What follows belongs to an exercise in optimizing a design on an open flow for small area, a short achievable clock period and few clock cycles per item; a production flow would make more cautious choices.
At most, simulation tests tie the RTL to the original design; equivalence was not proved.
The RTL of run 1 was laid out without a check of its function.
Power is estimated from default activity; no workload was simulated.

--- design/flow/design.v ---
module multicycle_processor #(
    parameter int                DATA_W   = 32,
    parameter int                NUM_REGS = 16,
    parameter int                ADDR_W   = 32,
    parameter logic [ADDR_W-1:0] RESET_PC = '0
) (
    input  logic                   clk,
    input  logic                   reset,
    output logic                   imem_req,
    output logic [ADDR_W-1:0]      imem_addr,
    input  logic                   imem_ack,
    input  logic [31:0]            imem_rdata,
    output logic                   dmem_req,
    output logic                   dmem_we,
    output logic [ADDR_W-1:0]      dmem_addr,
    output logic [DATA_W-1:0]      dmem_wdata,
    input  logic                   dmem_ack,
    input  logic [DATA_W-1:0]      dmem_rdata,
    output logic                   retire,
    output logic                   halted
);
    typedef logic [DATA_W-1:0] word_t;
    logic [ADDR_W-1:0] pc_q, pc_d;       
    logic [ADDR_W-1:0] faddr;
    logic              v_q, v_d;
    logic [31:0]       ir_q, ir_d;
    logic [3:0]        ra_q, ra_d;       
    logic [3:0]        rb_q, rb_d;       
    word_t             regs_q [16];
    logic [15:0]       rv_q;             
    logic              z_q, z_d;
    logic              n_q, n_d;
    logic              retire_q, retire_d;
    logic              halted_q, halted_d;
    logic [1:0]        op, arg;
    logic [3:0]        sh, fi, b2i;
    word_t             rA, rB, opnd, sum, alu_res, other_val, wr_val;
    logic              is_mem, is_alu, is_jmp, is_halt;
    logic              taken, fire, ex_free, accept;
    logic              wr_en;
    logic [3:0]        wr_idx;
    logic              z_alu;
    assign op   = ir_q[31:30];
    assign arg  = ir_q[29:28];
    assign sh   = ir_q[27:24];
    assign fi   = ir_q[27:24];
    assign b2i  = ir_q[19:16];
    assign is_mem  = v_q && (op == 2'b00) && !arg[0];
    assign is_alu  = (op == 2'b11);
    assign is_jmp  = (op == 2'b10);
    assign is_halt = (op == 2'b01);
    always_comb begin
        rA = '0;
        rB = '0;
        for (int i = 0; i < 16; i++) begin
            if (ra_q == 4'(i) && rv_q[i]) rA = rA | regs_q[i];
            if (rb_q == 4'(i) && rv_q[i]) rB = rB | regs_q[i];
        end
    end
    always_comb begin
        opnd = rB << sh;
        sum  = rA + (arg[0] ? ~opnd : opnd) + word_t'(arg[0]);
        unique case (arg)
            2'b00, 2'b01: alu_res = sum;
            2'b10:        alu_res = rA & opnd;
            default:      alu_res = rA | opnd;
        endcase
        unique case (arg)
            2'b00:   z_alu = ((rA ^ opnd) == {(rA[DATA_W-2:0] | opnd[DATA_W-2:0]), 1'b0});
            2'b01:   z_alu = (rA == opnd);
            2'b10:   z_alu = ((rA & opnd) == '0);
            default: z_alu = ((rA | opnd) == '0);
        endcase
        unique case (arg)
            2'b00:   taken = 1'b1;
            2'b01:   taken = z_q;
            2'b10:   taken = ~z_q;
            default: taken = n_q;
        endcase
    end
    always_comb begin
        if (!arg[0])      other_val = dmem_rdata;              
        else if (!arg[1]) other_val = DATA_W'(ir_q[23:0]);     
        else              other_val = rA;                      
        wr_val = is_alu ? alu_res : other_val;
    end
    always_comb begin
        if (!v_q)                         fire = 1'b0;
        else if (is_mem)                  fire = dmem_ack;
        else if (is_jmp)                  fire = imem_ack;    
        else                              fire = 1'b1;
        ex_free = !v_q || fire;
        accept  = imem_req && imem_ack;
        pc_d     = pc_q;
        v_d      = v_q;
        ir_d     = ir_q;
        ra_d     = ra_q;
        rb_d     = rb_q;
        z_d      = z_q;
        n_d      = n_q;
        halted_d = halted_q;
        retire_d = fire && !is_halt;
        wr_en    = 1'b0;
        wr_idx   = is_alu ? b2i : fi;
        if (fire) begin
            if (is_alu) begin
                wr_en = 1'b1;
                z_d   = z_alu;
                n_d   = alu_res[DATA_W-1];
            end else if (op == 2'b00) begin
                wr_en = (arg != 2'b10);
            end
        end
        if (fire && is_halt) begin
            halted_d = 1'b1;
            v_d      = 1'b0;
        end else if (ex_free) begin
            v_d = accept;
            if (accept) begin
                ir_d = imem_rdata;
                ra_d = (imem_rdata[31:30] == 2'b11) ? imem_rdata[11:8] : imem_rdata[19:16];
                rb_d = (imem_rdata[31:30] == 2'b11) ? imem_rdata[3:0]  : imem_rdata[27:24];
                pc_d = faddr + ADDR_W'(1);
            end
        end
    end
    always_ff @(posedge clk) begin
        for (int i = 0; i < 16; i++)
            if (wr_en && wr_idx == 4'(i)) regs_q[i] <= wr_val;
    end
    always_ff @(posedge clk or negedge reset) begin
        if (!reset) begin
            pc_q     <= RESET_PC;
            v_q      <= 1'b0;
            ir_q     <= '0;
            ra_q     <= '0;
            rb_q     <= '0;
            rv_q     <= '0;
            z_q      <= 1'b0;
            n_q      <= 1'b0;
            retire_q <= 1'b0;
            halted_q <= 1'b0;
        end else begin
            pc_q     <= pc_d;
            v_q      <= v_d;
            ir_q     <= ir_d;
            ra_q     <= ra_d;
            rb_q     <= rb_d;
            if (wr_en) rv_q[wr_idx] <= 1'b1;
            z_q      <= z_d;
            n_q      <= n_d;
            retire_q <= retire_d;
            halted_q <= halted_d;
        end
    end
    assign faddr      = (v_q && is_jmp && taken) ? (sh[0] ? ADDR_W'(ir_q[23:0]) : ADDR_W'(rA)) : pc_q;
    assign imem_req   = reset && !halted_q && !(v_q && is_halt);
    assign imem_addr  = faddr;
    assign dmem_req   = is_mem;
    assign dmem_we    = arg[1];
    assign dmem_addr  = ADDR_W'(rA);
    assign dmem_wdata = rB;
    assign retire     = retire_q;
    assign halted     = halted_q;
endmodule
--- design/flow/run.sh ---
#!/bin/bash
# synth_recipe.tcl (not shown) runs the flow's synth.tcl, then flattens the netlist and writes it again
# the make line also repeats each setting of config.mk as NAME=value (left out here)
make -C /OpenROAD-flow-scripts/flow DESIGN_CONFIG=/design/flow/config.mk WORK_HOME=/design/flow/orfs CLKGATE_MAP_FILE= SYNTH_SCRIPT=/design/flow/synth_recipe.tcl finish
--- design/flow/config.mk ---
export PLATFORM = sky130hd
export DESIGN_NAME = multicycle_processor
export DESIGN_NICKNAME = multicycle_processor
export VERILOG_FILES = /design/flow/design.v
export SDC_FILE = /design/flow/constraint.sdc
export NUM_CORES = 4
export LEC_CHECK = 0
export ABC_CLOCK_PERIOD_IN_PS = 4000
export CAP_MARGIN = 20
export CORE_MARGIN = 2
export CORE_UTILIZATION = 50
export SLEW_MARGIN = 20
--- design/flow/constraint.sdc ---
create_clock -name core_clock -period 9.0 [get_ports {clk}]
set_input_delay 1.8000 -clock core_clock [delete_from_list [all_inputs] [get_ports {clk}]]
set_output_delay 1.8000 -clock core_clock [all_outputs]
set_load 0.01 [all_outputs]
==> results of run 1 <==
[placed cells by master (no fill, tap or decap), types with 84 or more instances in the layout]
cell type        Yosys  final
buf_4               14    172
edfxtp_1           512    512
o22ai_1            282    282
inv_1               91     90
mux2i_1             97     97
o21ai_0            120    120
xnor2_1             84     84
nor2_1             195    184
clkdlybuf4s50_1      0    167
a21oi_1             99     95
nand3_1            109    108
ha_1                99     99
dfrtp_1             93     89
nand2_1            604    604
[power breakdown]
part           total (µW)  leakage [µW]  switching [µW]  internal (µW)
clock network        2850       0.00110            1210           1640
logic                8840       0.00761            6080           2770
registers            4220       0.00582             427           3790
[stage by stage]
| stage | instance area, µm² | instances | power, µW | util | setup slack (ns) |
|---|---|---|---|---|---|
| after floorplan | 34800 | 3426 | 8940 | - | 2.79 |
| after global routing | 40300 | 4564 | 16300 | 0.586 | 0.712 |
| after global placement | 38000 | 4442 | 12600 | 0.553 | 1.40 |
| after CTS | 40300 | 4564 | 15400 | 0.586 | 1.19 |
| after detailed placement | 38000 | 4443 | 12600 | 0.553 | 1.24 |
| final | 40300 | 4571 | 15900 | 0.586 | 0.965 |
[worst max-delay path by stage]
stage / slack [ns] / endpoint / start / depth (start not counted)
4_1_cts: 1.19 / regs_q[14][31]$_DFFE_PP_ / rb_q[0]$_DFFE_PN0P_ / 24
6_report: 0.97 / regs_q[7][30]$_DFFE_PP_ / rb_q[0]$_DFFE_PN0P_ / 24
5_1_grt: 0.71 / regs_q[7][30]$_DFFE_PP_ / rb_q[0]$_DFFE_PN0P_ / 24
3_5_place_dp: 1.24 / regs_q[1][31]$_DFFE_PP_ / rb_q[0]$_DFFE_PN0P_ / 24
3_3_place_gp: 1.40 / regs_q[1][31]$_DFFE_PP_ / rb_q[0]$_DFFE_PN0P_ / 22
2_1_floorplan: 2.79 / regs_q[0][30]$_DFFE_PP_ / rb_q[1]$_DFFE_PN0P_ / 27
[cells by family after synthesis]
kind of cell               after synthesis  share of synthesized area
AOI/OAI and AO/OA                      904                      0.174
xor gates and xnor gates               119                     0.0300
adders and majority gates              100                     0.0362
buffers and inverters                  352                     0.0444
DFF                                    605                      0.509
muxes                                  114                     0.0357
and+or+nand+nor                       1232                      0.171
[flip-flops by register name, summed over array words and instances (netlist names)]
signal    cells
z_q           1
ir_q         32
halted_q      1
ra_q          4
retire_q      1
regs_q      512
rv_q         16
pc_q         32
rb_q          4
n_q           1
v_q           1
[worst min-delay path, cell delays in order (launching register included)]
cell	delay, ns
dfrtp_1	0.34
nand2_1	0.05
o21ai_0	0.06
[per-layer routing]
layer  vias to the layer above  wire length (µm)  part of all wire  global-route usage
met5                         -                63           0.00037              0.0128
met4                         8             15700             0.092               0.345
met3                       942             26900              0.16               0.198
met2                      3303             69900              0.41               0.671
met1                     16000             58100              0.34               0.563
li1                      13300                 -                 -                   -
[area by class of cell]
cell class	instances	area [µm²]
clock buffers	84	1790
well taps	931	1160
clock inverters	37	487
flip-flops and latches	605	17700
inverters	97	364
multi-input cells	2469	15800
repair buffers	341	2990
fillers	5844	28400
diodes	7	17.5
==> flow_metrics.tcl, run 1 <==
set metrics [dict create \
    holdPathEnd "pc_q[13]$_DFFE_PN0P_" \
    r2r_setup_slack_ns 0.97 \
    r2r_start "rb_q[0]$_DFFE_PN0P_" \
    p_leak_uw 0.0145 \
    detail_route.wl_per_cell_um 37.4 \
    cpMaxStageDelayCell "dfrtp_1" \
    final_nets 3749 \
    relSlewSlack 0.161 \
    cts_buffers 67 \
    grt_overflow 0 \
    drc 0 \
    period_needed_ns 8.03 \
    max_cap_violations 0 \
    synthArstFlopShare 0.154 \
    synth_seq_area_share 0.509 \
    row_count 96 \
    antenna_found_initial 11 \
    clkSlewWorstSetupHoldPaths_ns 0.06 \
    finalCritPeriodShare 0.893 \
    hold_path.class "flop to flop" \
    critPathCaptureType "flop" \
    cts_setup_buffers 0 \
    status "timing/DRC/antenna clean" \
    r2r_cells 24 \
    die_h_um 268 \
    grt_pass1_vias 31700 \
    worstSetupPathType "flop to flop" \
    synthTopCellsByArea "edfxtp_1 44%, dfrtp_1 6.7%, nand2_1 6.5%" \
    die_w_um 268 \
    wirelength_um 171000 \
    yosysUniqueCellTypes 102 \
    arrival_ns 8.49 \
    avgSynthCellArea_um2 10.1 \
    fin_worst_skew_ns 0.0435 \
    yosysTopAreaCell "edfxtp_1" \
    ctsResizeCount 0 \
    drtIter0Drc 6185 \
    numClockSinks 605 \
    holdBufCountCts 0 \
    synth.net_count 3594 \
    yosysMostFrequentCell "nand2_1" \
    cp_top_family "compound AO/OA/AOI/OAI gates" \
    yosysTopAreaCellShare 0.442 \
    port_buffers 168 \
    synth_edf_count 512 \
    rsz0062_at_grt "false" \
    finalSetupViolations 0 \
    critical_path_buf_inv_count 3 \
    cp.required_ns 9.46 \
    start_kind "flop" \
    firstDrtPassIters 10 \
    ys_ff_latch 605 \
    htree_levels 3 \
    place_congestion 1.06 \
    die_area_um2 71700 \
    synth_ff_type "edfxtp_1" \
    vias_per_cell 7.35 \
    cts_tree "yes" \
    r2r-end "regs_q[7][30]$_DFFE_PP_" \
    cp_cell_sequence "or4b_1 > buf_4 > o22ai_1 > a221o_1 > nor3_1 > a21oi_1 > nand2_1 > o21ai_1 > o21ai_0 > or2_2 > xnor2_1 > ha_1 > o21a_1 > o221a_2 > o31ai_1 > o31ai_1 > buf_4 > a41oi_1 > nor2_1 > a21oi_1 > a21oi_1 > xnor2_1 > a221oi_1 > buf_4" \
    grt_pass1_wl_um 235000 \
    core_area_um2 68700 \
    dpl.hpwl_um 114000 \
    start_util 0.506 \
    synth_warnings 2 \
    num_vias 33600 \
    grt.total_usage 0.469 \
    tns_ns 0 \
    worstPathMaxFanout 27 \
    hp-start "pc_q[13]$_DFFE_PN0P_" \
    cts-root-buf "clkbuf_16" \
    p_per_area_nw_per_um2 395 \
    worst_pin_slew_ns 1.26 \
    area_growth_pct 15.9 \
    io_pins 169 \
    syn_area_um2 34800 \
    grt_max_degree 106 \
    drtAntennaViolNets 0 \
    fin_hold_ws_ns 0.483 \
    clock_latency_ns 0.63 \
    syn_inst 3426 \
    min_path_cells 2 \
    ir_worst_vdd_v 0.000207 \
    yosys-top-cells-count "604 x nand2_1, 512 x edfxtp_1, 282 x o22ai_1, 195 x nor2_1, 156 x clkbuf_1" \
    drive_above_1_share 0.105 \
    slowest_delay_ns 1.10 \
    fmax_mhz 124 \
    cts_max_path_buffers 3 \
    hold_viol_final 0 \
    slew_viol_final 0 \
]
==> run 2, diff against run 1 <==
--- a/design/flow/design.v
+++ b/design/flow/design.v
@@ -20,8 +20,7 @@
     output logic                   halted
 );
     typedef logic [DATA_W-1:0] word_t;
-    logic [ADDR_W-1:0] pc_q, pc_d;       
-    logic [ADDR_W-1:0] faddr;
+    logic [ADDR_W-1:0] pc_q, pc_d;
     logic              v_q, v_d;
     logic [31:0]       ir_q, ir_d;
     logic [3:0]        ra_q, ra_d;       
@@ -87,7 +86,7 @@
     always_comb begin
         if (!v_q)                         fire = 1'b0;
         else if (is_mem)                  fire = dmem_ack;
-        else if (is_jmp)                  fire = imem_ack;    
+        else if (is_jmp || is_halt)       fire = imem_ack;    
         else                              fire = 1'b1;
         ex_free = !v_q || fire;
         accept  = imem_req && imem_ack;
@@ -114,13 +113,16 @@
         if (fire && is_halt) begin
             halted_d = 1'b1;
             v_d      = 1'b0;
+        end else if (fire && is_jmp && taken) begin
+            pc_d = sh[0] ? ADDR_W'(ir_q[23:0]) : ADDR_W'(rA);
+            v_d  = 1'b0;
         end else if (ex_free) begin
             v_d = accept;
             if (accept) begin
                 ir_d = imem_rdata;
                 ra_d = (imem_rdata[31:30] == 2'b11) ? imem_rdata[11:8] : imem_rdata[19:16];
                 rb_d = (imem_rdata[31:30] == 2'b11) ? imem_rdata[3:0]  : imem_rdata[27:24];
-                pc_d = faddr + ADDR_W'(1);
+                pc_d = pc_q + ADDR_W'(1);
             end
         end
     end
@@ -153,9 +155,8 @@
             halted_q <= halted_d;
         end
     end
-    assign faddr      = (v_q && is_jmp && taken) ? (sh[0] ? ADDR_W'(ir_q[23:0]) : ADDR_W'(rA)) : pc_q;
-    assign imem_req   = reset && !halted_q && !(v_q && is_halt);
-    assign imem_addr  = faddr;
+    assign imem_req   = reset && !halted_q;
+    assign imem_addr  = pc_q;
     assign dmem_req   = is_mem;
     assign dmem_we    = arg[1];
     assign dmem_addr  = ADDR_W'(rA);
--- a/design/flow/config.mk
+++ b/design/flow/config.mk
@@ -5,8 +5,7 @@
 export SDC_FILE = /design/flow/constraint.sdc
 export NUM_CORES = 4
 export LEC_CHECK = 0
-export ABC_CLOCK_PERIOD_IN_PS = 4000
 export CAP_MARGIN = 20
 export CORE_MARGIN = 2
-export CORE_UTILIZATION = 50
+export CORE_UTILIZATION = 25
 export SLEW_MARGIN = 20
==> run 2 against run 1 <==
  * Cell count up 9.6%
  * Design area down 0.41%
  * Synthesized cell count down 11%
  * Clock skew down 0.0075 ns
  * Sequential share of layout area up 0.18 points
  * Core utilization down 29 points
  * Register-to-register slack better by 0.08 ns
  * Sequential power up 2%
  * Critical path type unchanged
  * Largest cell class unchanged
  * Highest routed layer unchanged
==> flow_metrics.tcl, run 2 <==
set metrics [dict create \
    status "timing/DRC/antenna clean" \
    yosysMostFrequentCell "edfxtp_1" \
    p_per_area_nw_per_um2 356 \
    clkSlewWorstSetupHoldPaths_ns 0.07 \
    synth_ff_type "edfxtp_1" \
    largest_reg_flops 512 \
    wirelength_um 149000 \
    tns_ns 0 \
    slowest_delay_ns 0.85 \
    top_register "regs_q" \
    fin_worst_skew_ns 0.0360 \
    place_congestion 0.997 \
    grt_overflow 0 \
    fmax_mhz 126 \
    holdBufCountCts 0 \
    area_growth_pct 19.5 \
    synth.net_count 3206 \
    yosysTopAreaCell "edfxtp_1" \
    hold_path.class "flop to flop" \
    port_buffers 168 \
    drtAntennaViolNets 0 \
    synthXorXnorAreaFrac 0.0232 \
    synthArstFlopShare 0.154 \
    htree_levels 3 \
    period_needed_ns 7.95 \
    critPathCaptureType "flop" \
    worst_pin_slew_ns 1.28 \
    critical_path_buf_inv_count 1 \
    cts_max_path_buffers 3 \
    finalSetupViolations 0 \
    synth_top_family_by_area "compound AO/OA/AOI/OAI gates" \
    die_h_um 371 \
    drc 0 \
    syn_inst 3034 \
    cp_top_family "compound AO/OA/AOI/OAI gates" \
    layout_commonest_cell "edfxtp_1" \
    yosysUniqueCellTypes 87 \
    dpl.hpwl_um 99700 \
    antenna_found_initial 8 \
    yosysTopAreaCellShare 0.458 \
    cts_buffers 70 \
    arrival_ns 8.20 \
    final_nets 3352 \
    die_area_um2 137000 \
    ctsResizeCount 0 \
    firstDrtPassIters 6 \
    synth_edf_count 512 \
    row_count 134 \
    synth_adder_area_share 0.0390 \
    relSlewSlack 0.142 \
    fillerInstances 13600 \
    drive_above_1_share 0.119 \
    final_cell_area_um2 40100 \
    synth-simple-area-share 0.136 \
    avgSynthCellArea_um2 11.1 \
    worstSetupPathType "flop to flop" \
    io_pins 169 \
    start_util 0.252 \
    ys_ff_latch 605 \
    num_vias 29500 \
    drtIter0Drc 4898 \
    grt_max_degree 61 \
    reg.largest.list "regs_q (512), ir_q (32), pc_q (32)" \
    place_area_um2 37800 \
    cts_tree "yes" \
    rsz0062_at_grt "false" \
    final_cell_mix "512 x edfxtp_1, 252 x a22oi_1, 204 x nand2_1" \
    cts_setup_buffers 0 \
    cts-root-buf "clkbuf_16" \
    die_w_um 371 \
    max_cap_violations 0 \
    yosys-top-cells-count "512 x edfxtp_1, 252 x a22oi_1, 205 x nand2_1, 171 x nor2_1, 163 x and3_1" \
    cpMaxStageDelayCell "nor3_1" \
    synthTopCellsByArea "edfxtp_1 46%, dfrtp_1 6.9%, a22oi_1 5.6%" \
    synth_mux_area_frac 0.0519 \
    worstPathMaxFanout 17 \
    finalCritPeriodShare 0.884 \
    cp.required_ns 9.25 \
    p_leak_uw 0.0153 \
    hold_viol_final 0 \
    grt.total_usage 0.208 \
    synth_seq_area_share 0.527 \
    slew_viol_final 0 \
    numClockSinks 605 \
    grt_pass1_vias 27900 \
    cp_cell_sequence "and2_1 > buf_4 > and2_1 > a22oi_1 > nand4_1 > nor3_1 > mux2i_1 > mux2i_1 > mux2i_1 > and2_1 > xnor2_1 > ha_1 > a21o_1 > a21o_1 > o21ai_0 > a21oi_1 > a31oi_1 > o21ai_0 > a31o_2 > a211oi_1 > a31oi_1 > o21a_1" \
    synth_compound_area_frac 0.183 \
    ir_worst_vdd_v 0.000162 \
    vias_per_cell 5.88 \
    start_kind "flop" \
    synth_warnings 2 \
    detail_route.wl_per_cell_um 29.7 \
    clock_latency_ns 0.64 \
    core_area_um2 133000 \
    grt_pass1_wl_um 207000 \
    syn_area_um2 33600 \
]
==> run 2: cell count changes in the layout (fill, tap and decap cells not counted), moves of 41 or more <==
cell,delta
a22oi_1,+201
o22ai_1,-259
nand2_1,-400
a2111oi_0,+54
a22o_1,+60
mux2_2,+44
and3_1,+115
a221oi_1,+41
buf_4,-47
==> run 2: path summary, 6_finish.rpt <==
kind / from / endpoint / slack, ns / cells after the start
setup / recovery: rb_q[1]$_DFFE_PN0P_ / regs_q[7][24]$_DFFE_PP_ / 1.05 / 22
hold / removal: n_q$_DFFE_PN0P_ / n_q$_DFFE_PN0P_ / 0.51 / 2
setup reg to reg: rb_q[1]$_DFFE_PN0P_ / regs_q[7][24]$_DFFE_PP_ / 1.05 / 22
hold reg to reg: n_q$_DFFE_PN0P_ / n_q$_DFFE_PN0P_ / 0.51 / 2
max in group asynchronous: reset / ir_q[28]$_DFFE_PN0P_ / 6.64 / 2
min in group asynchronous: reset / ir_q[24]$_DFFE_PN0P_ / 1.17 / 1
==> run 2: cell type report <==
cell class | instances | area (µm²) | area share
multi-input cells | 2085 | 14800 | 0.368
well taps | 1768 | 2210 | 0.0551
diodes | 4 | 10.0 | 0.000249
flip-flops and latches | 605 | 17700 | 0.441
clock inverters | 47 | 495 | 0.0123
inverters | 126 | 473 | 0.0118
repair buffers | 292 | 2610 | 0.0650
clock buffers | 81 | 1860 | 0.0462
==> run 2: tightest hold or removal path: stages, from the launching register on <==
cell and delay, ns:
dfrtp_1 0.34, nand2_1 0.06, o311ai_2 0.07
==> run 2: through the flow <==
| stage | utilization | std cells | setup slack (ns) | hold slack, ns | total power [µW] |
|---|---|---|---|---|---|
| after global placement | 0.283 | 4876 | 1.32 | 0.494 | 11100 |
| after CTS | 0.300 | 5004 | 1.40 | 0.511 | 14100 |
| after floorplan | - | 3034 | 3.30 | 0.433 | 8330 |
| after detailed placement | 0.283 | 4876 | 1.39 | 0.496 | 11200 |
| final | 0.301 | 5008 | 1.05 | 0.513 | 14300 |
| after global routing | 0.301 | 5004 | 0.878 | 0.529 | 14800 |
==> run 2: power by group <==
group          total (µW)  internal (µW)  switching [µW]
combinational        7040           2370            4670
sequential           4320           3950             370
clock                2920           1680            1250
==> run 2: cell families (layout without fill, tap and decap cells) <==
family,Yosys count,count (layout)
xor+xnor,88,88
mux,155,155
compound gates,855,855
fa+ha+maj,104,104
buf+inv,344,546
simple gates,883,883
flops,605,605
other cells,0,4
==> run 2: layer usage <==
layer	GRT usage	wire length [µm]	vias up
li1	-	-	12100
met1	0.269	56400	14200
met2	0.312	63200	2576
met3	0.0677	21200	530
met4	0.0984	7910	10
met5	0	69	-
Testbench counts of run 2, summed over its fixed seeds: cycles 80,566, instructions 72,675.

==> afterwards: timing with drivers on the ports <==
The results above use ideal ports. As a check the final layouts listed here were re-extracted and re-timed, cells and wires unchanged.
Step 1 (the two cells are an assumption about what drives the block):
set clk [get_ports {clk}]
set_driving_cell -lib_cell sky130_fd_sc_hd__clkbuf_16 $clk
set_driving_cell -lib_cell sky130_fd_sc_hd__buf_2 [delete_from_list [all_inputs] $clk]
Step 2 also shifts input and output timing later by t, the mid clock arrival at the registers, as if the neighbouring blocks saw the same clock.
Three values: ideal ports, drivers, drivers and shift; two values: the first two.
run | shift t [ns] | setup slack, ns | cell pins on the clock port's net
run 1 | 0.686 | 0.965 / 0.965 / 0.965 | 1
run 2 | 0.691 | 1.046 / 1.046 / 1.046 | 1
After both steps every run listed still meets setup and hold.
